What follows belongs to an exercise in optimizing a design on an open flow for a short achievable clock period and few clock cycles; a production flow would make more cautious choices.
In this exercise RTL edits were held to simulation tests only and were not proved equivalent to the original.
Power and IR drop assume default switching activity.

$ cat config.mk
export PLATFORM = sky130hd
export DESIGN_NAME = rv_core
export DESIGN_NICKNAME = rv_core
export VERILOG_FILES = /design/flow/design.v
export SDC_FILE = /design/flow/constraint.sdc
export NUM_CORES = 4
export LEC_CHECK = 0
export ABC_CLOCK_PERIOD_IN_PS = 2500
export CAP_MARGIN = 30
export CORE_MARGIN = 2
export CORE_UTILIZATION = 40
export SETUP_SLACK_MARGIN = 4.2
export SLEW_MARGIN = 30
export TNS_END_PERCENT = 100
$ cat constraint.sdc
create_clock -name core_clock -period 7.0 [get_ports {clk}]
set_input_delay 1.4000 -clock core_clock [delete_from_list [all_inputs] [get_ports {clk}]]
set_output_delay 1.4000 -clock core_clock [all_outputs]
set_load 0.01 [all_outputs]
$ cat design.v
`timescale 1ns/10ps
module rv_core (
	input  logic        clk,
	input  logic        reset,
	output logic [31:0] imem_addr,
	input  logic [31:0] imem_data,
	output logic [31:0] dmem_addr,
	output logic        dmem_we,
	output logic [31:0] dmem_wdata,
	input  logic [31:0] dmem_rdata
);
	localparam int BHT_W = 6;
	function automatic logic [32:0] ks_add(input logic [31:0] x, input logic [31:0] y,
		input logic ci);
		logic [31:0] p0, g, p, gn, pn;
		logic [32:0] r;
		p0 = x ^ y;
		g = x & y;
		p = p0;
		g[0] = g[0] | (p0[0] & ci);
		for (int d = 1; d < 32; d = d * 2) begin
			for (int i = 0; i < 32; i++) begin
				if (i >= d) begin
					gn[i] = g[i] | (p[i] & g[i - d]);
					pn[i] = p[i] & p[i - d];
				end else begin
					gn[i] = g[i];
					pn[i] = p[i];
				end
			end
			g = gn;
			p = pn;
		end
		r[0] = p0[0] ^ ci;
		for (int i = 1; i < 32; i++) begin
			r[i] = p0[i] ^ g[i - 1];
		end
		r[32] = g[31];
		ks_add = r;
	endfunction
	logic [11:0] pc_lo;
	logic [19:0] pc_hi;
	logic [19:0] pc_inc;
	logic        pc_c;
	logic [(1<<BHT_W)-1:0] bht_v;
	logic [1:0]  bht_c [(1<<BHT_W)];
	logic        u_en;
	logic [BHT_W-1:0] u_bi;
	logic [1:0]  u_bc;
	logic        u_taken;
	logic [31:0] rf [1:31];
	logic [31:0] w_val;
	logic [4:0]  w_rd;
	logic        w_we;
	logic        x_valid;
	logic [4:0]  x_rd;
	logic        x_we;
	logic [31:0] x_a;
	logic [31:0] x_b;
	logic [31:0] x_bn;
	logic [31:0] x_sd;
	logic [31:0] x_link;
	logic [11:0] x_alt_lo;
	logic [19:0] x_alt_hi;
	logic [19:0] x_alt_inc;
	logic        x_alt_c;
	logic        x_r_eq, x_r_ne, x_r_lt, x_r_ge, x_r_ltu, x_r_geu, x_r_jalr;
	logic        x_s_add;
	logic        x_s_sub;
	logic        x_s_slt;
	logic        x_s_sltu;
	logic        x_s_la;
	logic        x_s_lx;
	logic        x_s_sll;
	logic        x_s_sr;
	logic        x_s_sra;
	logic        x_s_link;
	logic        x_ld;
	logic        x_st;
	logic        x_br;
	logic [2:0]  x_f3;
	logic [1:0]  x_bc;
	logic [BHT_W-1:0] x_bi;
	logic [31:0] m_addr;
	logic        m_we;
	logic        sb_valid;
	logic [31:0] sb_addr;
	logic [31:0] sb_data;
	logic [31:0] result;
	logic        x_wr;
	logic        redirect;
	assign x_wr = x_valid && x_we;
	logic [31:0] inst;
	logic [4:0]  opc;
	logic [2:0]  f3;
	logic [6:0]  f7;
	logic [4:0]  rd, rs1, rs2;
	logic        enc_ok;
	logic        d_op, d_opimm, d_lui, d_auipc, d_jal, d_jalr, d_br, d_ld, d_st;
	logic        f7_zero, f7_alt;
	logic [31:0] imm_i, imm_s, imm_b, imm_u, imm_j;
	logic [19:0] pc_true_hi;
	logic [31:0] pc_cur;
	logic [BHT_W-1:0] f_bi;
	logic        f_bv;
	logic [1:0]  f_bc;
	logic        f_bt;
	logic        f_pred;
	logic [12:0] lo_j;
	logic [12:0] lo_b;
	logic [12:0] lo_seq;
	assign inst = imem_data;
	assign opc = inst[6:2];
	assign f3 = inst[14:12];
	assign f7 = inst[31:25];
	assign rd = inst[11:7];
	assign rs1 = inst[19:15];
	assign rs2 = inst[24:20];
	assign enc_ok = inst[1:0] == 2'b11;
	assign f7_zero = f7 == 7'b0000000;
	assign f7_alt = f7 == 7'b0100000;
	assign d_op    = enc_ok && opc == 5'b01100 &&
		(f7_zero || (f7_alt && (f3 == 3'b000 || f3 == 3'b101)));
	assign d_opimm = enc_ok && opc == 5'b00100 &&
		((f3 != 3'b001 && f3 != 3'b101) || f7_zero || (f3 == 3'b101 && f7_alt));
	assign d_lui   = enc_ok && opc == 5'b01101;
	assign d_auipc = enc_ok && opc == 5'b00101;
	assign d_jal   = enc_ok && opc == 5'b11011;
	assign d_jalr  = enc_ok && opc == 5'b11001 && f3 == 3'b000;
	assign d_br    = enc_ok && opc == 5'b11000 && f3[2:1] != 2'b01;
	assign d_ld    = enc_ok && opc == 5'b00000 && f3 == 3'b010;
	assign d_st    = enc_ok && opc == 5'b01000 && f3 == 3'b010;
	assign imm_i = {{20{inst[31]}}, inst[31:20]};
	assign imm_s = {{20{inst[31]}}, inst[31:25], inst[11:7]};
	assign imm_b = {{20{inst[31]}}, inst[7], inst[30:25], inst[11:8], 1'b0};
	assign imm_u = {inst[31:12], 12'b0};
	assign imm_j = {{12{inst[31]}}, inst[19:12], inst[20], inst[30:21], 1'b0};
	assign pc_true_hi = pc_hi + pc_inc + {19'b0, pc_c};
	assign pc_cur = {pc_true_hi, pc_lo};
	assign f_bi = pc_lo[BHT_W+1:2];
	assign f_bv = bht_v[f_bi];
	assign f_bc = bht_c[f_bi];
	assign f_bt = d_br && (f_bv ? f_bc[1] : inst[31]);
	assign f_pred = d_jal || f_bt;
	logic [32:0] lo_j_w, lo_b_w, ld_w, jlo_w;
	assign lo_j_w = ks_add({20'd0, pc_lo}, {20'd0, imm_j[11:0]}, 1'b0);
	assign lo_b_w = ks_add({20'd0, pc_lo}, {20'd0, imm_b[11:0]}, 1'b0);
	assign lo_j = lo_j_w[12:0];
	assign lo_b = lo_b_w[12:0];
	assign lo_seq = {1'b0, pc_lo} + 13'd4;
	assign imem_addr = {pc_hi, pc_lo};
	logic        f_x1, f_x2;
	logic [31:0] f_rf1, f_rf2;
	logic        stall;
	logic [10:0] ld_lo;
	assign f_x1 = x_wr && rs1 == x_rd;
	assign f_x2 = x_wr && rs2 == x_rd;
	assign f_rf1 = (rs1 == 5'd0) ? 32'd0 : ((w_we && rs1 == w_rd) ? w_val : rf[rs1]);
	assign f_rf2 = (rs2 == 5'd0) ? 32'd0 : ((w_we && rs2 == w_rd) ? w_val : rf[rs2]);
	assign stall = d_ld && f_x1;
	assign ld_w = ks_add(f_rf1, imm_i, 1'b0);
	assign ld_lo = ld_w[10:0];
	logic [31:0] xa_n, xb_n, xsd_n, xa_o, xb_o;
	logic        fa, fb;
	assign fa = f_x1 && !(d_lui || d_auipc);
	assign fb = f_x2 && (d_op || d_br);
	assign xa_o = d_lui ? 32'd0 : (d_auipc ? pc_cur : f_rf1);
	assign xb_o = d_st ? imm_s : ((d_lui || d_auipc) ? imm_u : ((d_op || d_br) ? f_rf2 : imm_i));
	assign xa_n = fa ? result : xa_o;
	assign xb_n = fb ? result : xb_o;
	assign xsd_n = f_x2 ? result : f_rf2;
	logic [31:0] a, b;
	logic [31:0] sum, diff;
	logic [32:0] sext, dext;
	logic        lt, ltu, eq;
	logic        taken;
	logic [12:0] jlo;
	logic        sb_hit;
	logic [31:0] ldata;
	logic        x_store;
	logic        next_ld;
	logic        sb_valid_n;
	logic [31:0] sb_addr_n;
	assign a = x_a;
	assign b = x_b;
	assign sext = ks_add(a, b, 1'b0);
	assign sum = sext[31:0];
	assign dext = ks_add(a, x_bn, 1'b1);
	assign diff = dext[31:0];
	assign ltu = !dext[32];
	assign lt = (a[31] == x_bn[31]) ? a[31] : diff[31];
	assign eq = (a ^ x_bn) == 32'hffffffff;
	logic [32:0] sr_ext;
	logic [31:0] rest;
	assign sr_ext = $signed({x_s_sra && a[31], a}) >>> b[4:0];
	assign rest =
		({32{x_s_slt}}  & {31'b0, lt}) |
		({32{x_s_sltu}} & {31'b0, ltu}) |
		({32{x_s_la}}   & (a & b)) |
		({32{x_s_lx}}   & (a ^ b)) |
		({32{x_s_sll}}  & (a << b[4:0])) |
		({32{x_s_sr}}   & sr_ext[31:0]) |
		({32{x_s_link}} & x_link);
	always_comb begin
		case (x_f3)
			3'b000: taken = eq;
			3'b001: taken = !eq;
			3'b100: taken = lt;
			3'b101: taken = !lt;
			3'b110: taken = ltu;
			default: taken = !ltu;
		endcase
	end
	assign redirect = x_r_jalr || (x_r_eq && eq) || (x_r_ne && !eq) || (x_r_lt && lt) ||
		(x_r_ge && !lt) || (x_r_ltu && ltu) || (x_r_geu && !ltu);
	assign jlo_w = ks_add({20'd0, a[11:0]}, {20'd0, b[11:0]}, 1'b0);
	assign jlo = jlo_w[12:0];
	assign sb_hit = sb_valid && sb_addr[10:2] == m_addr[10:2];
	assign ldata = sb_hit ? sb_data : dmem_rdata;
	assign result = x_s_add ? sum : (x_s_sub ? diff : (x_ld ? ldata : rest));
	assign x_store = x_valid && x_st;
	assign next_ld = d_ld && !stall;
	assign sb_valid_n = x_store || (sb_valid && !m_we);
	assign sb_addr_n = x_store ? sum : sb_addr;
	assign dmem_addr = m_addr;
	assign dmem_we = m_we;
	assign dmem_wdata = sb_data;
	logic [11:0] n_lo;
	logic [19:0] n_hi;
	logic [19:0] n_inc;
	logic        n_c;
	always_comb begin
		if (stall) begin
			n_lo = pc_lo;
			n_hi = pc_hi;
			n_inc = pc_inc;
			n_c = pc_c;
		end else if (d_jal) begin
			n_lo = lo_j[11:0];
			n_hi = pc_true_hi;
			n_inc = imm_j[31:12];
			n_c = lo_j[12];
		end else if (f_bt) begin
			n_lo = lo_b[11:0];
			n_hi = pc_true_hi;
			n_inc = imm_b[31:12];
			n_c = lo_b[12];
		end else begin
			n_lo = lo_seq[11:0];
			n_hi = pc_true_hi;
			n_inc = 20'd0;
			n_c = lo_seq[12];
		end
	end
	logic [11:0] r_lo;
	logic [19:0] r_hi;
	logic [19:0] r_inc;
	logic        r_c;
	assign r_lo = x_r_jalr ? {jlo[11:1], 1'b0} : x_alt_lo;
	assign r_hi = x_r_jalr ? a[31:12] : x_alt_hi;
	assign r_inc = x_r_jalr ? b[31:12] : x_alt_inc;
	assign r_c = x_r_jalr ? jlo[12] : x_alt_c;
	always_ff @(posedge clk) begin
		if (reset) begin
			pc_lo <= 12'd0;
			pc_hi <= 20'd0;
			pc_inc <= 20'd0;
			pc_c <= 1'b0;
		end else begin
			pc_lo <= redirect ? r_lo : n_lo;
			pc_hi <= redirect ? r_hi : n_hi;
			pc_inc <= redirect ? r_inc : n_inc;
			pc_c <= redirect ? r_c : n_c;
		end
	end
	always_ff @(posedge clk) begin
		w_val <= result;
		w_rd <= x_rd;
		if (reset) begin
			w_we <= 1'b0;
		end else begin
			w_we <= x_wr;
		end
	end
	always_ff @(posedge clk) begin
		if (reset) begin
			for (int i = 1; i < 32; i++) begin
				rf[i] <= 32'd0;
			end
		end else if (w_we) begin
			rf[w_rd] <= w_val;
		end
	end
	logic x_go;
	logic [12:0] alt_lo;
	assign x_go = !reset && !redirect && !stall;
	assign alt_lo = f_bt ? lo_seq : lo_b;
	always_ff @(posedge clk) begin
		x_valid <= x_go;
		x_rd <= rd;
		x_we <= (d_op || d_opimm || d_lui || d_auipc || d_jal || d_jalr || d_ld) && rd != 5'd0;
		x_a <= xa_n;
		x_b <= xb_n;
		x_bn <= ~xb_n;
		x_sd <= xsd_n;
		x_link <= pc_cur + 32'd4;
		x_alt_lo <= alt_lo[11:0];
		x_alt_hi <= pc_true_hi;
		x_alt_inc <= f_bt ? 20'd0 : imm_b[31:12];
		x_alt_c <= alt_lo[12];
		x_r_eq <= x_go && d_br && (f_bt ? f3 == 3'b001 : f3 == 3'b000);
		x_r_ne <= x_go && d_br && (f_bt ? f3 == 3'b000 : f3 == 3'b001);
		x_r_lt <= x_go && d_br && (f_bt ? f3 == 3'b101 : f3 == 3'b100);
		x_r_ge <= x_go && d_br && (f_bt ? f3 == 3'b100 : f3 == 3'b101);
		x_r_ltu <= x_go && d_br && (f_bt ? f3 == 3'b111 : f3 == 3'b110);
		x_r_geu <= x_go && d_br && (f_bt ? f3 == 3'b110 : f3 == 3'b111);
		x_r_jalr <= x_go && d_jalr;
		x_s_add <= (d_op && f3 == 3'b000 && !f7[5]) || (d_opimm && f3 == 3'b000) ||
			d_lui || d_auipc;
		x_s_sub <= d_op && f3 == 3'b000 && f7[5];
		x_s_slt <= (d_op || d_opimm) && f3 == 3'b010;
		x_s_sltu <= (d_op || d_opimm) && f3 == 3'b011;
		x_s_la <= (d_op || d_opimm) && f3[2:1] == 2'b11;
		x_s_lx <= (d_op || d_opimm) && (f3 == 3'b100 || f3 == 3'b110);
		x_s_sll <= (d_op || d_opimm) && f3 == 3'b001;
		x_s_sr <= (d_op || d_opimm) && f3 == 3'b101;
		x_s_sra <= (d_op || d_opimm) && f3 == 3'b101 && f7[5];
		x_s_link <= d_jal || d_jalr;
		x_ld <= d_ld;
		x_st <= d_st;
		x_br <= d_br;
		x_f3 <= f3;
		x_bc <= f_bv ? f_bc : (inst[31] ? 2'b10 : 2'b01);
		x_bi <= f_bi;
	end
	always_ff @(posedge clk) begin
		if (reset) begin
			u_en <= 1'b0;
		end else begin
			u_en <= x_valid && x_br;
		end
		u_bi <= x_bi;
		u_bc <= x_bc;
		u_taken <= taken;
	end
	always_ff @(posedge clk) begin
		if (reset) begin
			bht_v <= '0;
		end else if (u_en) begin
			bht_v[u_bi] <= 1'b1;
		end
		if (u_en) begin
			bht_c[u_bi] <= u_taken ? ((u_bc == 2'b11) ? 2'b11 : u_bc + 2'b01)
				: ((u_bc == 2'b00) ? 2'b00 : u_bc - 2'b01);
		end
	end
	always_ff @(posedge clk) begin
		if (reset) begin
			sb_valid <= 1'b0;
			m_we <= 1'b0;
		end else begin
			sb_valid <= sb_valid_n;
			m_we <= sb_valid_n && !next_ld;
		end
		sb_addr <= sb_addr_n;
		if (x_store) begin
			sb_data <= x_sd;
		end
		m_addr <= {sb_addr_n[31:11], next_ld ? ld_lo : sb_addr_n[10:0]};
	end
endmodule
$ cat flow/run.sh
#!/bin/bash
# The standard flow with two changes to how the layout is made: ports are
# buffered with buf_4 cells and repair may swap cells across footprints.
set -o pipefail
bash standard.sh MATCH_CELL_FOOTPRINT=0 "BUFFER_PORTS_ARGS=-buffer_cell sky130_fd_sc_hd__buf_4" finish > standard_flow.log 2>&1
$ cat standard.sh
#!/bin/bash
# synth_recipe.tcl (not shown) runs the flow's synth.tcl, then flattens the netlist and writes it again
# the make line also repeats each setting of config.mk as NAME=value (left out here)
make -C /OpenROAD-flow-scripts/flow DESIGN_CONFIG=/design/flow/config.mk WORK_HOME=/design/flow/orfs CLKGATE_MAP_FILE= SYNTH_SCRIPT=/design/flow/synth_recipe.tcl "${@:-finish}"
==> report_table.html, run 1 <==
<table>
<tr><th>Metric</th><th>Value</th></tr>
<tr><th colspan="2">Power</th></tr>
<tr><td>Fraction of power spent switching nets</td><td>28.7%</td></tr>
<tr><td>Power spent charging and discharging nets</td><td>7.44 mW</td></tr>
<tr><td>Cell leakage power</td><td>41.0 nW</td></tr>
<tr><td>Power density normalized to cell area</td><td>231 mW/mm^2</td></tr>
<tr><td>Clk pwr share</td><td>37.6%</td></tr>
<tr><td>Comb pwr share</td><td>19.8%</td></tr>
<tr><td>Total internal power</td><td>18.5 mW</td></tr>
<tr><td>Largest voltage drop on the vdd net</td><td>0.202 mV</td></tr>
<tr><td>Proportion of power drawn by flip-flops and latches</td><td>42.6%</td></tr>
<tr><th colspan="2">Synth</th></tr>
<tr><td>Number of storage elements in the synthesis netlist</td><td>1631</td></tr>
<tr><td>Asr flop ratio synth</td><td>0%</td></tr>
<tr><td>Most common flop cell mapped by yosys</td><td>sky130_fd_sc_hd__edfxtp_1</td></tr>
<tr><td>Library cell with the largest summed area after synthesis</td><td>sky130_fd_sc_hd__edfxtp_1</td></tr>
<tr><td>Post-synthesis instance area</td><td>0.0878 mm^2</td></tr>
<tr><td>Dominant cells by area after synthesis</td><td>sky130_fd_sc_hd__edfxtp_1 (41%), sky130_fd_sc_hd__mux4_2 (19%), sky130_fd_sc_hd__dfxtp_1 (9.7%)</td></tr>
<tr><td>Number of distinct standard cells referenced by the synthesized netlist</td><td>83</td></tr>
<tr><td>EDFF count, synth</td><td>1205</td></tr>
<tr><td>Area share of the leading cell type in the synthesized netlist</td><td>41.2%</td></tr>
<tr><td>Synthesized netlist net count</td><td>6876</td></tr>
<tr><td>Synthesis warning total</td><td>1</td></tr>
<tr><td>Cell count after synthesis</td><td>6688</td></tr>
<tr><td>Mean instance size in the synthesized netlist</td><td>13.1 um^2</td></tr>
<tr><td>Register area share after synthesis</td><td>50.9%</td></tr>
<tr><th colspan="2">Clock network</th></tr>
<tr><td>CTS buffer count</td><td>179</td></tr>
<tr><td>Maximum clock path buffer count</td><td>3</td></tr>
<tr><td>Clock Tree Root</td><td>sky130_fd_sc_hd__clkbuf_16</td></tr>
<tr><td>Clock latency on the worst-skew pair</td><td>0.88 ns</td></tr>
<tr><td>Clock-pin slew on the worst setup and hold paths</td><td>0.06 ns</td></tr>
<tr><td>CTS H-tree lvls</td><td>4</td></tr>
<tr><td>CTS Hold Buffers Added</td><td>0</td></tr>
<tr><td>Number of clock sinks</td><td>1631</td></tr>
<tr><td>TritonCTS clock tree</td><td>built</td></tr>
<tr><th colspan="2">Timing</th></tr>
<tr><td>Unrepaired setup endpoints after global routing</td><td>true</td></tr>
<tr><td>Worst-case clock skew</td><td>0.0426 ns</td></tr>
<tr><td>Transition at the pin with the smallest max-transition slack</td><td>1.10 ns</td></tr>
<tr><td>Number of failing hold endpoints at the final stage</td><td>0</td></tr>
<tr><td>Final hold slack</td><td>0.325 ns</td></tr>
<tr><td>Setup_tns</td><td>0 ns</td></tr>
<tr><td>Final worst path period share</td><td>57.4%</td></tr>
<tr><td>Highest clock frequency the design can meet</td><td>0.249 GHz</td></tr>
<tr><td>Worst slew margin relative to its limit</td><td>26.3%</td></tr>
<tr><td>Slew Limit Fails</td><td>0</td></tr>
<tr><td>Crit path time final</td><td>4.02 ns</td></tr>
<tr><td>Number of setup violations in the final report</td><td>0</td></tr>
<tr><th colspan="2">GRT</th></tr>
<tr><td>Number of antenna violations at the first check in global routing</td><td>35</td></tr>
<tr><td>Met2 capacity usage during global routing</td><td>50.2%</td></tr>
<tr><td>Largest net degree at the start of global routing</td><td>92</td></tr>
<tr><td>Global-route wire length before repair</td><td>509000 um</td></tr>
<tr><td>Met3 usage</td><td>7.99%</td></tr>
<tr><td>Routing usage on met1</td><td>41.5%</td></tr>
<tr><td>GRT Max-Usage Layer</td><td>met2</td></tr>
<tr><td>Total congestion overflow</td><td>0</td></tr>
<tr><td>Total global routing track utilization</td><td>32.5%</td></tr>
<tr><td>Vias in the first global route</td><td>63900</td></tr>
<tr><th colspan="2">Outcome</th></tr>
<tr><td>Status</td><td>no timing/DRC/antenna violations</td></tr>
<tr><th colspan="2">Worst setup path</th></tr>
<tr><td>WP data required</td><td>7.76 ns</td></tr>
<tr><td>Standard cell with the maximum stage delay on the critical path</td><td>sky130_fd_sc_hd__mux4_2</td></tr>
<tr><td>Internal reg-to-reg setup slack</td><td>3.27 ns</td></tr>
<tr><td>Origin of the worst setup path</td><td>imem_data[15]</td></tr>
<tr><td>Worst path cell trace</td><td>buf_16 -&gt; mux4_2 -&gt; mux4_2 -&gt; mux2i_1 -&gt; a211oi_2 -&gt; ha_2 -&gt; inv_2 -&gt; fa_2 -&gt; inv_2 -&gt; a21oi_2 -&gt; o21bai_1 -&gt; a21oi_1 -&gt; o21bai_1 -&gt; a21o_1 -&gt; a21oi_2 -&gt; buf_4 -&gt; xnor2_1 -&gt; mux2_4</td></tr>
<tr><td>CP arrival</td><td>4.78 ns</td></tr>
<tr><td>Slowest stage delay, CP</td><td>0.58 ns</td></tr>
<tr><td>Kind of critical path</td><td>primary input to flip-flop</td></tr>
<tr><td>Crit path capture</td><td>m_addr[8]</td></tr>
<tr><td>End of the worst register-to-register path</td><td>m_addr[8]</td></tr>
<tr><td>Crit path launch type</td><td>primary input</td></tr>
<tr><td>Crit Path Max Fanout</td><td>6</td></tr>
<tr><td>Setup crit end kind</td><td>flip-flop</td></tr>
<tr><td>Worst reg2reg path depth</td><td>19</td></tr>
<tr><td>Launching point of the worst reg2reg path</td><td>w_rd[4]</td></tr>
<tr><th colspan="2">Placement</th></tr>
<tr><td>Area after DPL</td><td>0.0926 mm^2</td></tr>
<tr><td>Half-perimeter wire length after placement</td><td>220000 um</td></tr>
<tr><td>GPL Wtd Cong</td><td>1.05</td></tr>
<tr><td>Count of buffers from port buffering</td><td>162</td></tr>
<tr><th colspan="2">Routing</th></tr>
<tr><td>Total iterations of the first detailed-routing run</td><td>6</td></tr>
<tr><td>Avg WL per Cell</td><td>36.3 um</td></tr>
<tr><td>Total number of vias</td><td>66400</td></tr>
<tr><td>Count of routing violations after the opening detailed-route iteration</td><td>9186</td></tr>
<tr><td>DRC viols</td><td>0</td></tr>
<tr><td>Total Routed Length</td><td>373000 um</td></tr>
<tr><td>Number of vias per cell after detailed routing</td><td>6.46</td></tr>
<tr><td>Number of antenna-violating nets in the routed design</td><td>0</td></tr>
<tr><th colspan="2">Finish</th></tr>
<tr><td>Layout area overhead</td><td>27.6%</td></tr>
<tr><td>Number of fill cells in the layout</td><td>17900</td></tr>
<tr><td>Design Area, Final</td><td>0.112 mm^2</td></tr>
<tr><td>Share of cells above drive strength 1</td><td>39.8%</td></tr>
<tr><td>Final-stage net count</td><td>7452</td></tr>
<tr><th colspan="2">Floorplanning</th></tr>
<tr><td>Floorplan die area</td><td>0.223 mm^2</td></tr>
<tr><td>Initial Utilization</td><td>40.4%</td></tr>
<tr><td>Vert. Die Dim</td><td>473 um</td></tr>
<tr><td>Standard-cell rows</td><td>171</td></tr>
<tr><td>Horiz. Die Dim</td><td>473 um</td></tr>
<tr><td>I/O pin cnt</td><td>163</td></tr>
<tr><td>Core footprint</td><td>0.218 mm^2</td></tr>
<tr><th colspan="2">Job</th></tr>
<tr><td>Number of violations of the max-capacitance limit</td><td>0</td></tr>
<tr><th colspan="2">Min path</th></tr>
<tr><td>Min-delay worst type</td><td>flip-flop to flip-flop</td></tr>
</table>
-- critical path: cells and delay by family --
kind	cells	cell delay (ns)
buffers and inverters	4	0.40
multiplexers	4	1.55
XOR/XNOR	1	0.05
adder cells (fa/ha/maj)	2	0.40
AO/OA/AOI/OAI	7	0.96
-- cell families (layout without fill, tap and decap cells) --
| group | count (synthesis) | count (layout) | synth area share, % |
|---|---|---|---|
| buffers and inverters | 699 | 1407 | 3.20 |
| multiplexers | 966 | 966 | 21.9 |
| AND/OR/NAND/NOR | 2073 | 2091 | 12.7 |
| other | 0 | 9 | 0 |
| flip-flops | 1631 | 1631 | 50.9 |
| adder cells (fa/ha/maj) | 124 | 124 | 1.82 |
| XOR/XNOR | 149 | 149 | 1.49 |
| AO/OA/AOI/OAI | 1046 | 1046 | 7.95 |
-- how the worst min path moves through the flow --
stage / slack (ns) / startpoint / end / cells past startpoint
after floorplan: 0.31 / x_bc[0] / u_bc[0] / 0
after global placement: 0.31 / x_bi[4] / u_bi[4] / 0
final: 0.33 / x_bi[0] / u_bi[0] / 0
after detailed placement: 0.31 / x_bi[1] / u_bi[1] / 0
after global routing: 0.33 / x_bi[0] / u_bi[0] / 0
after CTS: 0.33 / x_bi[1] / u_bi[1] / 0
-- layout make-up --
| cell class | instances | area (um^2) | share of cell area [%] |
|---|---|---|---|
| timing repair buffer | 990 | 11400 | 10.2 |
| sequential | 1631 | 45000 | 40.1 |
| multi-input combinational | 4376 | 45700 | 40.8 |
| clock buffer | 217 | 4680 | 4.18 |
| inverter | 86 | 368 | 0.328 |
| clock inverter | 114 | 1310 | 1.17 |
| tap | 2854 | 3570 | 3.19 |
| antenna | 9 | 22.5 | 0.0201 |
-- stage by stage --
step           power [mW]  instances  utilization [%]  setup WS [ns]
3_5_place_dp         14.8       9260             42.5           1.43
3_3_place_gp         14.8       9260             42.5           1.36
5_1_grt              26.5      10300             51.5           2.93
4_1_cts              25.4      10100             50.0           3.20
6_report             25.9      10300             51.5           2.98
2_1_floorplan        13.4       6688                -           2.18
-- power by group through the flow --
stage | Sequential (mW) | Clock [mW] | Combinational, mW
floorplan | 11.1 | 0 | 2.32
global placement | 11.3 | 0 | 3.50
detailed placement | 11.3 | 0 | 3.50
CTS | 11.0 | 9.82 | 4.60
global route | 11.1 | 10.2 | 5.24
finish | 11.1 | 9.76 | 5.13
-- layout by cell type (no fill, tap or decap), drive strengths merged, types with 54 or more instances in the layout --
master,n
xor2,58
a21oi,302
nand2,287
o21ai,166
nor2,423
buf,939
xnor2,91
inv,86
clkbuf,268
mux2i,158
mux4,759
clkinv,83
or2,55
a221oi,54
edfxtp,1205
ha,115
a211oi,126
and2,1007
a21o,57
dfxtp,426
-- registers in the layout, summed over array words and instances, names as in the netlist, 31 cells and up, named ones only --
| signal | count |
|---|---|
| bht_c | 128 |
| bht_v | 64 |
| rf | 1024 |
| sb_addr | 31 |
| sb_data | 32 |
| w_val | 32 |
| x_a | 32 |
| x_b | 32 |
| x_bn | 32 |
| x_link | 31 |
| x_sd | 32 |
-- per-layer routing --
layer,wire (um),vias up,share of wire [%]
li1,-,26700,-
met1,135000,34000,36
met2,169000,4615,45
met3,41900,1094,11
met4,26500,18,7.1
met5,123,-,0.033
-- synth_stat cells, types with 14 or more instances --
master	n
sky130_fd_sc_hd__a31oi_1	27
sky130_fd_sc_hd__a22o_1	14
sky130_fd_sc_hd__a221o_1	35
sky130_fd_sc_hd__mux4_2	759
sky130_fd_sc_hd__a211oi_1	126
sky130_fd_sc_hd__dfxtp_1	426
sky130_fd_sc_hd__o21a_1	39
sky130_fd_sc_hd__xor2_1	58
sky130_fd_sc_hd__nand3_1	48
sky130_fd_sc_hd__xnor2_1	91
sky130_fd_sc_hd__or2_2	42
sky130_fd_sc_hd__nor2b_1	51
sky130_fd_sc_hd__clkbuf_1	455
sky130_fd_sc_hd__o21ai_0	165
sky130_fd_sc_hd__buf_4	26
sky130_fd_sc_hd__a21o_1	57
sky130_fd_sc_hd__or3_1	24
sky130_fd_sc_hd__nand2_1	284
sky130_fd_sc_hd__mux2_2	49
sky130_fd_sc_hd__nor3_1	51
sky130_fd_sc_hd__nand4_1	25
sky130_fd_sc_hd__ha_1	115
sky130_fd_sc_hd__and3_1	31
sky130_fd_sc_hd__inv_1	82
sky130_fd_sc_hd__o211ai_1	35
sky130_fd_sc_hd__a311oi_1	17
sky130_fd_sc_hd__nor2_1	421
sky130_fd_sc_hd__o21bai_1	18
sky130_fd_sc_hd__nand2b_1	28
sky130_fd_sc_hd__edfxtp_1	1205
sky130_fd_sc_hd__and2_1	1006
sky130_fd_sc_hd__a22oi_1	45
sky130_fd_sc_hd__buf_2	60
sky130_fd_sc_hd__nor4_1	17
sky130_fd_sc_hd__buf_1	70
sky130_fd_sc_hd__mux2i_1	157
sky130_fd_sc_hd__a21oi_1	301
sky130_fd_sc_hd__a221oi_1	54
-- timing repair --
item	in CTS	in global routing
pin swaps	227	226
endpoints found under the setup margin	1099	861
cloned	72	11
gates resized for setup	1110	375
setup buffers	427	167
Testbench counts, summed over its fixed seeds: cycles 27,416.
==> inputs of run 2 (changes only) <==
--- a/design.v
+++ b/design.v
@@ -155,10 +155,20 @@
 	logic [10:0] ld_lo;
 	assign f_x1 = x_wr && rs1 == x_rd;
 	assign f_x2 = x_wr && rs2 == x_rd;
-	assign f_rf1 = (rs1 == 5'd0) ? 32'd0 : ((w_we && rs1 == w_rd) ? w_val : rf[rs1]);
-	assign f_rf2 = (rs2 == 5'd0) ? 32'd0 : ((w_we && rs2 == w_rd) ? w_val : rf[rs2]);
-	assign stall = d_ld && f_x1;
-	assign ld_w = ks_add(f_rf1, imm_i, 1'b0);
+	logic [31:0] rf0 [32];
+	logic        f_w1, f_w2;
+	always_comb begin
+		rf0[0] = 32'd0;
+		for (int i = 1; i < 32; i++) begin
+			rf0[i] = rf[i];
+		end
+	end
+	assign f_w1 = w_we && rs1 == w_rd;
+	assign f_w2 = w_we && rs2 == w_rd;
+	assign f_rf1 = f_w1 ? w_val : rf0[rs1];
+	assign f_rf2 = f_w2 ? w_val : rf0[rs2];
+	assign stall = d_ld && (f_x1 || f_w1);
+	assign ld_w = ks_add(rf0[rs1], imm_i, 1'b0);
 	assign ld_lo = ld_w[10:0];
 	logic [31:0] xa_n, xb_n, xsd_n, xa_o, xb_o;
 	logic        fa, fb;
--- a/config.mk
+++ b/config.mk
@@ -9,6 +9,6 @@
 export CAP_MARGIN = 30
 export CORE_MARGIN = 2
 export CORE_UTILIZATION = 40
-export SETUP_SLACK_MARGIN = 4.2
+export SETUP_SLACK_MARGIN = 3.4
 export SLEW_MARGIN = 30
 export TNS_END_PERCENT = 100
==> report_table.html, run 2 <==
<table>
<tr><th>Metric</th><th>Value</th></tr>
<tr><th colspan="2">Outcome</th></tr>
<tr><td>Status</td><td>no timing/DRC/antenna violations</td></tr>
<tr><th colspan="2">Worst setup path</th></tr>
<tr><td>Worst path cell trace</td><td>buf_12 -&gt; or2_4 -&gt; buf_12 -&gt; buf_4 -&gt; nor2_4 -&gt; buf_4 -&gt; buf_4 -&gt; a22oi_1 -&gt; nand2_1 -&gt; nor4_1 -&gt; nand2_1 -&gt; ha_1 -&gt; a21o_1 -&gt; a21o_1 -&gt; a21o_1 -&gt; xor2_1 -&gt; mux2_4</td></tr>
<tr><td>Internal reg-to-reg setup slack</td><td>3.31 ns (+0.04 ns)</td></tr>
<tr><td>Standard cell with the maximum stage delay on the critical path</td><td>sky130_fd_sc_hd__buf_4</td></tr>
<tr><td>Crit Path Max Fanout</td><td>19 (+13)</td></tr>
<tr><td>Top delay family on crit path</td><td>buffers and inverters</td></tr>
<tr><td>End of the worst register-to-register path</td><td>x_b[5]</td></tr>
<tr><td>Setup crit end kind</td><td>flip-flop</td></tr>
<tr><td>Crit path capture</td><td>m_addr[8]</td></tr>
<tr><td>Kind of critical path</td><td>primary input to flip-flop</td></tr>
<tr><td>WP data required</td><td>7.78 ns (+0.02 ns)</td></tr>
<tr><td>Crit path buffers/inverters</td><td>5 (+1)</td></tr>
<tr><td>Worst reg2reg path depth</td><td>11 (-8)</td></tr>
<tr><td>WP depth</td><td>17 (-1)</td></tr>
<tr><td>Slowest stage delay, CP</td><td>0.46 ns (-0.12 ns)</td></tr>
<tr><td>Origin of the worst setup path</td><td>imem_data[15]</td></tr>
<tr><td>Crit path launch type</td><td>primary input</td></tr>
<tr><td>Launching point of the worst reg2reg path</td><td>x_a[31]</td></tr>
<tr><td>CP arrival</td><td>4.66 ns (-0.12 ns)</td></tr>
<tr><th colspan="2">Synth</th></tr>
<tr><td>Area fraction in and, or, nand and nor cells after synthesis</td><td>17.2% (+4.4 points)</td></tr>
<tr><td>Synthesized netlist net count</td><td>7781 (+13%)</td></tr>
<tr><td>Synthesis warning total</td><td>2 (+1)</td></tr>
<tr><td>Library cell with the largest summed area after synthesis</td><td>sky130_fd_sc_hd__edfxtp_1</td></tr>
<tr><td>Post-synthesis instance area</td><td>0.0827 mm^2 (-5.9%)</td></tr>
<tr><td>Compound-cell area share of the yosys netlist</td><td>17.5% (+9.5 points)</td></tr>
<tr><td>Most common flop cell mapped by yosys</td><td>sky130_fd_sc_hd__edfxtp_1</td></tr>
<tr><td>Dominant cells by area after synthesis</td><td>sky130_fd_sc_hd__edfxtp_1 (43%), sky130_fd_sc_hd__dfxtp_1 (10%), sky130_fd_sc_hd__a22oi_1 (8.0%)</td></tr>
<tr><td>Library cell with the highest instance count after synthesis</td><td>sky130_fd_sc_hd__edfxtp_1</td></tr>
<tr><td>Largest family of logic cells by synthesized area</td><td>compound AO/OA/AOI/OAI gates</td></tr>
<tr><td>Fraction of synthesized area in multiplexers</td><td>5.06% (-17 points)</td></tr>
<tr><td>Area share of the leading cell type in the synthesized netlist</td><td>42.6% (+1.4 points)</td></tr>
<tr><td>EDFF count, synth</td><td>1173 (-2.7%)</td></tr>
<tr><td>Number of distinct standard cells referenced by the synthesized netlist</td><td>97 (+17%)</td></tr>
<tr><td>Register area share after synthesis</td><td>52.9% (+2.0 points)</td></tr>
<tr><td>Number of storage elements in the synthesis netlist</td><td>1599 (-2.0%)</td></tr>
<tr><td>Mean instance size in the synthesized netlist</td><td>10.9 um^2 (-17%)</td></tr>
<tr><td>Synthesized-area fraction occupied by adder cells</td><td>1.93% (+0.11 points)</td></tr>
<tr><td>Top cells by instance count after synthesis</td><td>sky130_fd_sc_hd__edfxtp_1 (1173), sky130_fd_sc_hd__and2_1 (1037), sky130_fd_sc_hd__a22oi_1 (883)</td></tr>
<tr><td>Asr flop ratio synth</td><td>0% (unchanged)</td></tr>
<tr><td>Xor/xnor cell area share of the yosys netlist</td><td>1.68% (+0.20 points)</td></tr>
<tr><td>Cell count after synthesis</td><td>7593 (+14%)</td></tr>
<tr><th colspan="2">Routing</th></tr>
<tr><td>Avg WL per Cell</td><td>45.1 um (+24%)</td></tr>
<tr><td>Total iterations of the first detailed-routing run</td><td>12 (+6)</td></tr>
<tr><td>DRC viols</td><td>0 (unchanged)</td></tr>
<tr><td>Total number of vias</td><td>77600 (+17%)</td></tr>
<tr><td>Count of routing violations after the opening detailed-route iteration</td><td>16600 (+81%)</td></tr>
<tr><td>Total Routed Length</td><td>486000 um (+30%)</td></tr>
<tr><td>Number of antenna-violating nets in the routed design</td><td>0 (unchanged)</td></tr>
<tr><td>Number of vias per cell after detailed routing</td><td>7.20 (+11%)</td></tr>
<tr><th colspan="2">Floorplanning</th></tr>
<tr><td>Standard-cell rows</td><td>166 (-2.9%)</td></tr>
<tr><td>I/O pin cnt</td><td>163 (unchanged)</td></tr>
<tr><td>Core footprint</td><td>0.205 mm^2 (-5.8%)</td></tr>
<tr><td>Floorplan die area</td><td>0.210 mm^2 (-5.8%)</td></tr>
<tr><td>Initial Utilization</td><td>40.3% (about the same)</td></tr>
<tr><td>Horiz. Die Dim</td><td>459 um (-3.0%)</td></tr>
<tr><td>Vert. Die Dim</td><td>459 um (-3.0%)</td></tr>
<tr><th colspan="2">Timing</th></tr>
<tr><td>Highest clock frequency the design can meet</td><td>0.257 GHz (+3.5%)</td></tr>
<tr><td>Number of setup violations in the final report</td><td>0 (unchanged)</td></tr>
<tr><td>Number of failing hold endpoints at the final stage</td><td>0 (unchanged)</td></tr>
<tr><td>Final worst path period share</td><td>55.5% (-1.9 points)</td></tr>
<tr><td>Worst slew margin relative to its limit</td><td>23.8% (-2.6 points)</td></tr>
<tr><td>Worst-case clock skew</td><td>0.0686 ns (+0.0260 ns)</td></tr>
<tr><td>Unrepaired setup endpoints after global routing</td><td>true</td></tr>
<tr><td>Crit path time final</td><td>3.89 ns (-0.135 ns)</td></tr>
<tr><td>Slew Limit Fails</td><td>0 (unchanged)</td></tr>
<tr><td>Setup_tns</td><td>0 ns (unchanged)</td></tr>
<tr><td>Final WS setup</td><td>3.11 ns (+0.135 ns)</td></tr>
<tr><td>Transition at the pin with the smallest max-transition slack</td><td>1.14 ns (+0.0384 ns)</td></tr>
<tr><th colspan="2">Placement</th></tr>
<tr><td>Minimum setup slack after placement</td><td>1.45 ns (+0.0206 ns)</td></tr>
<tr><td>Post-Place Cells</td><td>10100 (+8.6%)</td></tr>
<tr><td>Count of buffers from port buffering</td><td>162 (unchanged)</td></tr>
<tr><td>Half-perimeter wire length after placement</td><td>299000 um (+36%)</td></tr>
<tr><td>GPL Wtd Cong</td><td>1.05 (+0.38%)</td></tr>
<tr><th colspan="2">Clock network</th></tr>
<tr><td>Number of clock sinks</td><td>1599 (-2.0%)</td></tr>
<tr><td>TritonCTS clock tree</td><td>built</td></tr>
<tr><td>Clock-pin slew on the worst setup and hold paths</td><td>0.06 ns (about the same)</td></tr>
<tr><td>Clock Tree Root</td><td>sky130_fd_sc_hd__clkbuf_16</td></tr>
<tr><td>CTS H-tree lvls</td><td>4 (unchanged)</td></tr>
<tr><td>Maximum clock path buffer count</td><td>3 (unchanged)</td></tr>
<tr><td>CTS buffer count</td><td>178 (-0.56%)</td></tr>
<tr><td>Clock latency on the worst-skew pair</td><td>0.91 ns (+0.03 ns)</td></tr>
<tr><th colspan="2">GRT</th></tr>
<tr><td>Total congestion overflow</td><td>0 (unchanged)</td></tr>
<tr><td>Vias in the first global route</td><td>70800 (+11%)</td></tr>
<tr><td>Number of antenna violations at the first check in global routing</td><td>66 (+89%)</td></tr>
<tr><td>Largest net degree at the start of global routing</td><td>86 (-6.5%)</td></tr>
<tr><td>Global-route wire length before repair</td><td>636000 um (+25%)</td></tr>
<tr><td>Total global routing track utilization</td><td>44.6% (+12 points)</td></tr>
<tr><th colspan="2">Job</th></tr>
<tr><td>Number of violations of the max-capacitance limit</td><td>0 (unchanged)</td></tr>
<tr><th colspan="2">Finish</th></tr>
<tr><td>Top flop regs</td><td>rf x992, bht_c x128, bht_v x64</td></tr>
<tr><td>Final-stage net count</td><td>8064 (+8.2%)</td></tr>
<tr><td>Share of cells above drive strength 1</td><td>22.0% (-18 points)</td></tr>
<tr><td>Final core utilization</td><td>48.5% (-3.0 points)</td></tr>
<tr><td>Highest-count cells in the layout ignoring fill and taps</td><td>sky130_fd_sc_hd__edfxtp_1 (1173), sky130_fd_sc_hd__and2_1 (1017), sky130_fd_sc_hd__a22oi_1 (844)</td></tr>
<tr><td>Largest register by flop count</td><td>rf</td></tr>
<tr><td>Most common cell after layout, fill and taps aside</td><td>sky130_fd_sc_hd__edfxtp_1</td></tr>
<tr><td>Flip-flop count of the largest register after layout</td><td>992 (-3.1%)</td></tr>
<tr><td>Layout area overhead</td><td>20.3%</td></tr>
<tr><td>Number of standard cells in the layout, taps in and fillers out</td><td>10800 (+4.9%)</td></tr>
<tr><th colspan="2">Power</th></tr>
<tr><td>Largest voltage drop on the vdd net</td><td>0.283 mV (+40%)</td></tr>
<tr><td>Cell leakage power</td><td>37.1 nW (-9.4%)</td></tr>
<tr><td>Power density normalized to cell area</td><td>267 mW/mm^2 (+15%)</td></tr>
<tr><th colspan="2">Min path</th></tr>
<tr><td>Min-delay worst type</td><td>flip-flop to flip-flop</td></tr>
</table>
[run 2: layer usage]
layer | track usage [%] | routed length [um]
met1 | 52.0 | 162000
met2 | 63.2 | 198000
met3 | 18.7 | 71400
met4 | 37.5 | 52800
met5 | 1.17 | 833
[run 2: worst min path at each step]
stage	slack, ns	startpoint	cells past startpoint	endpoint
after detailed placement	0.31	x_bc[1]	0	u_bc[1]
after global placement	0.31	x_bi[0]	0	u_bi[0]
after global routing	0.32	x_bi[0]	0	u_bi[0]
after CTS	0.32	x_bi[0]	0	u_bi[0]
final	0.32	x_bi[0]	0	u_bi[0]
after floorplan	0.31	x_bc[0]	0	u_bc[0]
[run 2: area by class of cell]
cell class,count,area (um^2)
fillers,18400,106000
flip-flops and latches,1599,43900
multi-input cells,5232,38600
repair buffers,770,7290
clock buffers,228,4750
well taps,2688,3360
clock inverters,99,1060
inverters,95,374
diodes,65,163
[run 2: what timing repair did]
action | in CTS | in global routing
setup endpoints to repair | 660 | 287
pin swaps | 94 | 101
gates resized for setup | 416 | 230
hold buffers | 0 | 0
cloned | 10 | 11
endpoints found under the hold margin | 0 | 0
setup buffers | 198 | 110
[run 2: metrics by stage]
| step | instance area (um^2) | power [mW] | hold WS [ns] |
|---|---|---|---|
| 2_1_floorplan | 83500 | 13.9 | 0.310 |
| 3_3_place_gp | 87600 | 16.2 | 0.311 |
| 3_5_place_dp | 87600 | 16.2 | 0.312 |
| 4_1_cts | 97000 | 25.9 | 0.322 |
| 5_1_grt | 99300 | 27.0 | 0.319 |
| 6_report | 99500 | 26.6 | 0.322 |
[run 2: worst register-to-register path, delay by kind of cell (launching register included)]
kind                   cells  cell delay [ns]
AND/OR/NAND/NOR            1             0.07
flip-flops                 1             0.33
AO/OA/AOI/OAI              8             2.81
buffers and inverters      2             0.41
[run 2: power by group]
| part | leakage [nW] | switching [mW] | internal [mW] | total (mW) |
|---|---|---|---|---|
| Combinational | 18.9 | 3.52 | 1.96 | 5.48 |
| Clock | 2.80 | 4.29 | 5.25 | 9.54 |
| Sequential | 15.4 | 0.729 | 10.8 | 11.5 |
| Total | 37.1 | 8.54 | 18.0 | 26.6 |
[run 2: logic make-up after synthesis]
family / Yosys count
AO/OA/AOI/OAI: 2009
multiplexers: 258
buffers and inverters: 769
XOR/XNOR: 159
adder cells (fa/ha/maj): 124
flip-flops: 1599
AND/OR/NAND/NOR: 2675
Testbench counts of run 2, summed over its fixed seeds: cycles 27,590.
==> inputs of run 3 (changes only) <==
--- a/design.v
+++ b/design.v
@@ -81,7 +81,8 @@
 	logic [2:0]  x_f3;
 	logic [1:0]  x_bc;
 	logic [BHT_W-1:0] x_bi;
-	logic [31:0] m_addr;
+	logic [10:0] m_ld_addr;
+	logic        m_ld;
 	logic        m_we;
 	logic        sb_valid;
 	logic [31:0] sb_addr;
@@ -225,14 +226,14 @@
 		(x_r_ge && !lt) || (x_r_ltu && ltu) || (x_r_geu && !ltu);
 	assign jlo_w = ks_add({20'd0, a[11:0]}, {20'd0, b[11:0]}, 1'b0);
 	assign jlo = jlo_w[12:0];
-	assign sb_hit = sb_valid && sb_addr[10:2] == m_addr[10:2];
+	assign sb_hit = sb_valid && sb_addr[10:2] == m_ld_addr[10:2];
 	assign ldata = sb_hit ? sb_data : dmem_rdata;
 	assign result = x_s_add ? sum : (x_s_sub ? diff : (x_ld ? ldata : rest));
 	assign x_store = x_valid && x_st;
 	assign next_ld = d_ld && !stall;
 	assign sb_valid_n = x_store || (sb_valid && !m_we);
 	assign sb_addr_n = x_store ? sum : sb_addr;
-	assign dmem_addr = m_addr;
+	assign dmem_addr = {sb_addr[31:11], m_ld ? m_ld_addr : sb_addr[10:0]};
 	assign dmem_we = m_we;
 	assign dmem_wdata = sb_data;
 	logic [11:0] n_lo;
@@ -368,14 +369,16 @@
 		if (reset) begin
 			sb_valid <= 1'b0;
 			m_we <= 1'b0;
+			m_ld <= 1'b0;
 		end else begin
 			sb_valid <= sb_valid_n;
 			m_we <= sb_valid_n && !next_ld;
+			m_ld <= next_ld;
 		end
 		sb_addr <= sb_addr_n;
 		if (x_store) begin
 			sb_data <= x_sd;
 		end
-		m_addr <= {sb_addr_n[31:11], next_ld ? ld_lo : sb_addr_n[10:0]};
+		m_ld_addr <= ld_lo;
 	end
 endmodule
==> report_table.html, run 3 <==
<table>
<tr><th>Metric</th><th>Value</th></tr>
<tr><th colspan="2">GRT</th></tr>
<tr><td>Met3 usage</td><td>16.2% (-2.4 points)</td></tr>
<tr><td>Largest net degree at the start of global routing</td><td>73 (-15%)</td></tr>
<tr><td>Vias in the first global route</td><td>71800 (+1.4%)</td></tr>
<tr><td>Number of antenna violations at the first check in global routing</td><td>72 (+9.1%)</td></tr>
<tr><td>Routing usage on met1</td><td>55.1% (+3.1 points)</td></tr>
<tr><td>Global-route wire length before repair</td><td>656000 um (+3.1%)</td></tr>
<tr><td>Met2 capacity usage during global routing</td><td>66.4% (+3.1 points)</td></tr>
<tr><td>Total congestion overflow</td><td>0 (unchanged)</td></tr>
<tr><td>GRT Max-Usage Layer</td><td>met2</td></tr>
<tr><td>Total global routing track utilization</td><td>46.0% (+1.4 points)</td></tr>
<tr><th colspan="2">Min path</th></tr>
<tr><td>Hold path endpoint</td><td>u_bi[2]</td></tr>
<tr><td>Min-delay worst type</td><td>flip-flop to flip-flop</td></tr>
<tr><td>Hold Crit Depth</td><td>0 (unchanged)</td></tr>
<tr><td>Worst min-delay path startpoint</td><td>x_bi[2]</td></tr>
<tr><th colspan="2">Finish</th></tr>
<tr><td>Layout area overhead</td><td>19.7%</td></tr>
<tr><td>Share of cells above drive strength 1</td><td>20.7% (-1.3 points)</td></tr>
<tr><td>Top flop regs</td><td>rf x992, bht_c x128, bht_v x64</td></tr>
<tr><td>Highest-count cells in the layout ignoring fill and taps</td><td>sky130_fd_sc_hd__edfxtp_1 (1184), sky130_fd_sc_hd__and2_1 (1016), sky130_fd_sc_hd__a22oi_1 (851)</td></tr>
<tr><td>Flip-flop count of the largest register after layout</td><td>992 (unchanged)</td></tr>
<tr><td>Largest register by flop count</td><td>rf</td></tr>
<tr><td>Most common cell after layout, fill and taps aside</td><td>sky130_fd_sc_hd__edfxtp_1</td></tr>
<tr><td>Final-stage net count</td><td>8074 (+0.12%)</td></tr>
<tr><td>Number of standard cells in the layout, taps in and fillers out</td><td>10900 (+0.98%)</td></tr>
<tr><th colspan="2">Synth</th></tr>
<tr><td>Synthesized-area fraction occupied by adder cells</td><td>1.92% (-0.013 points)</td></tr>
<tr><td>Library cell with the largest summed area after synthesis</td><td>sky130_fd_sc_hd__edfxtp_1</td></tr>
<tr><td>EDFF count, synth</td><td>1184 (+0.94%)</td></tr>
<tr><td>Number of distinct standard cells referenced by the synthesized netlist</td><td>97 (unchanged)</td></tr>
<tr><td>Synthesized netlist net count</td><td>7841 (+0.77%)</td></tr>
<tr><td>Fraction of synthesized area in multiplexers</td><td>5.28% (+0.22 points)</td></tr>
<tr><td>Cell count after synthesis</td><td>7653 (+0.79%)</td></tr>
<tr><td>Library cell with the highest instance count after synthesis</td><td>sky130_fd_sc_hd__edfxtp_1</td></tr>
<tr><td>Compound-cell area share of the yosys netlist</td><td>17.4% (-0.060 points)</td></tr>
<tr><td>Area share of the leading cell type in the synthesized netlist</td><td>42.7% (+0.10 points)</td></tr>
<tr><td>Synthesis warning total</td><td>2 (unchanged)</td></tr>
<tr><td>Register area share after synthesis</td><td>52.7% (-0.21 points)</td></tr>
<tr><td>Asr flop ratio synth</td><td>0% (unchanged)</td></tr>
<tr><td>Number of storage elements in the synthesis netlist</td><td>1600 (+0.063%)</td></tr>
<tr><td>Top cells by instance count after synthesis</td><td>sky130_fd_sc_hd__edfxtp_1 (1184), sky130_fd_sc_hd__and2_1 (1035), sky130_fd_sc_hd__a22oi_1 (867)</td></tr>
<tr><td>Dominant cells by area after synthesis</td><td>sky130_fd_sc_hd__edfxtp_1 (43%), sky130_fd_sc_hd__dfxtp_1 (10%), sky130_fd_sc_hd__a22oi_1 (7.8%)</td></tr>
<tr><td>Xor/xnor cell area share of the yosys netlist</td><td>1.46% (-0.22 points)</td></tr>
<tr><td>Post-synthesis instance area</td><td>0.0832 mm^2 (+0.70%)</td></tr>
<tr><td>Most common flop cell mapped by yosys</td><td>sky130_fd_sc_hd__edfxtp_1</td></tr>
<tr><td>Mean instance size in the synthesized netlist</td><td>10.9 um^2 (about the same)</td></tr>
<tr><td>Largest family of logic cells by synthesized area</td><td>simple AND/OR/NAND/NOR gates</td></tr>
<tr><td>Area fraction in and, or, nand and nor cells after synthesis</td><td>17.5% (+0.35 points)</td></tr>
<tr><th colspan="2">Worst setup path</th></tr>
<tr><td>Standard cell with the maximum stage delay on the critical path</td><td>sky130_fd_sc_hd__nand2_1</td></tr>
<tr><td>Slowest stage delay, CP</td><td>0.51 ns (+0.05 ns)</td></tr>
<tr><td>Setup crit end kind</td><td>flip-flop</td></tr>
<tr><td>Crit path buffers/inverters</td><td>3 (-2)</td></tr>
<tr><td>CP arrival</td><td>4.61 ns (-0.05 ns)</td></tr>
<tr><td>Kind of critical path</td><td>primary input to flip-flop</td></tr>
<tr><td>End of the worst register-to-register path</td><td>w_val[31]</td></tr>
<tr><td>WP data required</td><td>7.74 ns (-0.04 ns)</td></tr>
<tr><td>Internal reg-to-reg setup slack</td><td>3.28 ns (-0.03 ns)</td></tr>
<tr><td>Launching point of the worst reg2reg path</td><td>x_a[31]</td></tr>
<tr><td>Worst reg2reg path depth</td><td>9 (-2)</td></tr>
<tr><td>Crit Path Max Fanout</td><td>15 (-4)</td></tr>
<tr><td>Most common cell on crit path</td><td>sky130_fd_sc_hd__nand2_1</td></tr>
<tr><td>Worst path cell trace</td><td>buf_12 -&gt; or3_4 -&gt; nor2_4 -&gt; buf_6 -&gt; buf_4 -&gt; a22oi_1 -&gt; nand2_1 -&gt; nor3_1 -&gt; nand2_1 -&gt; ha_1 -&gt; a21oi_1 -&gt; o21ai_1 -&gt; xnor2_1</td></tr>
<tr><td>Crit path launch type</td><td>primary input</td></tr>
<tr><td>Top delay family on crit path</td><td>simple AND/OR/NAND/NOR gates</td></tr>
<tr><th colspan="2">Routing</th></tr>
<tr><td>Avg WL per Cell</td><td>46.0 um (+2.0%)</td></tr>
<tr><td>Total number of vias</td><td>78000 (+0.42%)</td></tr>
<tr><td>Total Routed Length</td><td>500000 um (+3.0%)</td></tr>
<tr><td>Number of antenna-violating nets in the routed design</td><td>0 (unchanged)</td></tr>
<tr><td>Count of routing violations after the opening detailed-route iteration</td><td>15500 (-6.9%)</td></tr>
<tr><td>Total iterations of the first detailed-routing run</td><td>12 (unchanged)</td></tr>
<tr><td>Number of vias per cell after detailed routing</td><td>7.16 (-0.56%)</td></tr>
<tr><td>DRC viols</td><td>0 (unchanged)</td></tr>
<tr><th colspan="2">Floorplanning</th></tr>
<tr><td>Standard-cell rows</td><td>167 (+0.60%)</td></tr>
<tr><td>Initial Utilization</td><td>40.2% (-0.12 points)</td></tr>
<tr><td>I/O pin cnt</td><td>163 (unchanged)</td></tr>
<tr><td>Vert. Die Dim</td><td>460 um (+0.35%)</td></tr>
<tr><td>Core footprint</td><td>0.207 mm^2 (+1.0%)</td></tr>
<tr><td>Floorplan die area</td><td>0.212 mm^2 (+0.69%)</td></tr>
<tr><td>Horiz. Die Dim</td><td>460 um (+0.35%)</td></tr>
<tr><th colspan="2">Clock network</th></tr>
<tr><td>CTS buffer count</td><td>179 (+0.56%)</td></tr>
<tr><td>CTS Hold Buffers Added</td><td>0 (unchanged)</td></tr>
<tr><td>Number of clock sinks</td><td>1600 (+0.063%)</td></tr>
<tr><td>TritonCTS clock tree</td><td>built</td></tr>
<tr><td>Maximum clock path buffer count</td><td>3 (unchanged)</td></tr>
<tr><td>Clock Tree Root</td><td>sky130_fd_sc_hd__clkbuf_16</td></tr>
<tr><td>CTS H-tree lvls</td><td>4 (unchanged)</td></tr>
<tr><td>Clock-pin slew on the worst setup and hold paths</td><td>0.06 ns (about the same)</td></tr>
<tr><td>Clock latency on the worst-skew pair</td><td>0.87 ns (-0.04 ns)</td></tr>
<tr><th colspan="2">Timing</th></tr>
<tr><td>Slew Limit Fails</td><td>0 (unchanged)</td></tr>
<tr><td>Final hold slack</td><td>0.327 ns (+0.00532 ns)</td></tr>
<tr><td>Final worst path period share</td><td>55.3% (-0.22 points)</td></tr>
<tr><td>Crit path time final</td><td>3.87 ns (-0.0154 ns)</td></tr>
<tr><td>Number of setup violations in the final report</td><td>0 (unchanged)</td></tr>
<tr><td>Worst slew margin relative to its limit</td><td>23.6% (-0.22 points)</td></tr>
<tr><td>Number of failing hold endpoints at the final stage</td><td>0 (unchanged)</td></tr>
<tr><td>Highest clock frequency the design can meet</td><td>0.258 GHz (+0.40%)</td></tr>
<tr><td>Setup_tns</td><td>0 ns (unchanged)</td></tr>
<tr><td>Worst-case clock skew</td><td>0.0647 ns (-0.00392 ns)</td></tr>
<tr><td>Unrepaired setup endpoints after global routing</td><td>true</td></tr>
<tr><td>Transition at the pin with the smallest max-transition slack</td><td>1.15 ns (+0.00331 ns)</td></tr>
<tr><th colspan="2">Placement</th></tr>
<tr><td>Count of buffers from port buffering</td><td>162 (unchanged)</td></tr>
<tr><td>Post-Place Cells</td><td>10200 (+1.8%)</td></tr>
<tr><td>Half-perimeter wire length after placement</td><td>320000 um (+7.0%)</td></tr>
<tr><td>GPL Wtd Cong</td><td>1.08 (+2.3%)</td></tr>
<tr><th colspan="2">Power</th></tr>
<tr><td>Power spent charging and discharging nets</td><td>8.69 mW (+1.8%)</td></tr>
<tr><td>Total internal power</td><td>18.2 mW (+0.71%)</td></tr>
<tr><td>Comb pwr share</td><td>20.9% (+0.3 points)</td></tr>
<tr><td>Largest voltage drop on the vdd net</td><td>0.277 mV (-2.2%)</td></tr>
<tr><td>Proportion of power drawn by flip-flops and latches</td><td>43.4% (about the same)</td></tr>
<tr><td>Fraction of power spent switching nets</td><td>32.4% (+0.23 points)</td></tr>
<tr><td>Cell leakage power</td><td>36.9 nW (-0.51%)</td></tr>
<tr><td>Clk pwr share</td><td>35.7% (-0.2 points)</td></tr>
<tr><td>Power density normalized to cell area</td><td>270 mW/mm^2 (+0.92%)</td></tr>
<tr><td>Total Power Consumption</td><td>26.8 mW (+1.1%)</td></tr>
<tr><th colspan="2">Job</th></tr>
<tr><td>Number of violations of the max-capacitance limit</td><td>0 (unchanged)</td></tr>
<tr><th colspan="2">Outcome</th></tr>
<tr><td>Status</td><td>no timing/DRC/antenna violations</td></tr>
</table>
==> run 3: cell count changes after synthesis, sizes merged, moves of 14 or more <==
cell | before | now
mux2i | 96 | 119
and3 | 61 | 111
a221oi | 78 | 63
xor2 | 60 | 44
o21ai | 172 | 140
a21oi | 322 | 291
nor3 | 109 | 123
a22oi | 883 | 867
a2111oi | 23 | 38
nor2 | 453 | 467
nor2b | 61 | 46
inv | 91 | 108
==> run 3: cell families (layout without fill, tap and decap cells) <==
kind of cell,count (synthesis),after routing
AO/OA/AOI/OAI,1991,1992
XOR/XNOR,139,139
adder cells (fa/ha/maj),124,124
buffers and inverters,782,1164
flip-flops,1600,1600
multiplexers,282,282
other,0,55
AND/OR/NAND/NOR,2735,2738
==> run 3: cell type report <==
type | instances | area (um^2)
clock inverters | 99 | 933
repair buffers | 719 | 6560
well taps | 2788 | 3490
flip-flops and latches | 1600 | 44000
diodes | 55 | 138
multi-input cells | 5275 | 39200
inverters | 111 | 419
clock buffers | 235 | 4910
fillers | 18900 | 107000
==> run 3: power by group through the flow <==
stage | Sequential, mW | Clock, mW | Combinational [mW]
finish | 11.7 | 9.59 | 5.61
floorplan | 11.4 | 0 | 2.79
detailed placement | 11.8 | 0 | 4.64
CTS | 11.6 | 9.58 | 5.13
global placement | 11.8 | 0 | 4.60
global route | 11.7 | 9.93 | 5.76
==> run 3: repair_timing <==
| item | 4_1_cts | 5_1_grt |
|---|---|---|
| endpoints found under the setup margin | 307 | 221 |
| pin swaps | 96 | 55 |
| setup buffers | 177 | 74 |
| gates resized for setup | 367 | 185 |
| cloned | 9 | 3 |
| hold endpoints to repair | 0 | 0 |
==> run 3: metal layers <==
metal / part of all wire (%) / vias to the layer above
met5: 0.11 / -
met4: 10 / 30
met3: 13 / 2414
met2: 41 / 7669
met1: 35 / 38400
li1: - / 29500
==> run 3: through the flow <==
stage	area [um^2]	utilization [%]	worst slack [ns]
floorplan	83900	-	2.75
global placement	88600	42.8	1.64
detailed placement	88700	42.9	1.76
CTS	98000	47.3	3.32
global route	99500	48.0	3.05
finish	99600	48.1	3.13
==> run 3: worst max path at each step <==
stage                        from             to  slack (ns)  cells past startpoint
detailed placement  imem_data[23]       x_bn[18]        1.76                     12
global route        imem_data[16]  m_ld_addr[10]        3.05                     19
finish              imem_data[17]  m_ld_addr[10]        3.13                     13
CTS                 imem_data[16]  m_ld_addr[10]        3.32                     19
floorplan           imem_data[19]  m_ld_addr[10]        2.75                     19
global placement    imem_data[24]       x_bn[18]        1.64                     11
Testbench counts of run 3, summed over its fixed seeds: cycles 27,590.

[separate check: timing with driven ports]
The flow's constraints put no driver on any port. The routed layouts listed below were extracted and timed again, unchanged, in two steps.
Step 1 (the two cells are an assumption about what drives the block):
set clk [get_ports {clk}]
set_driving_cell -lib_cell sky130_fd_sc_hd__clkbuf_16 $clk
set_driving_cell -lib_cell sky130_fd_sc_hd__buf_2 [delete_from_list [all_inputs] $clk]
Step 2 moves the port delays by t, midway between the first and last clock arrival at a register: inputs arrive t later, outputs are due t later. That takes back most of the time a late clock gives input paths.
Three values: no drivers, after step 1, after step 2; two values: the first two.
run | t, ns | slack for setup (ns) | worst register clock-pin slew, ns
run 1 | 0.951 | 2.979 / 2.571 / 1.620 | 0.07 / 0.07
run 2 | 0.979 | 3.114 / 3.101 / 2.122 | 0.07 / 0.07
run 3 | 0.941 | 3.130 / 3.107 / 2.166 | 0.07 / 0.07
After both steps every run listed still meets setup and hold. For run 1, which loses most, drivers alone change the setup slack by -0.408 ns; drivers and shift together by -1.359 ns.
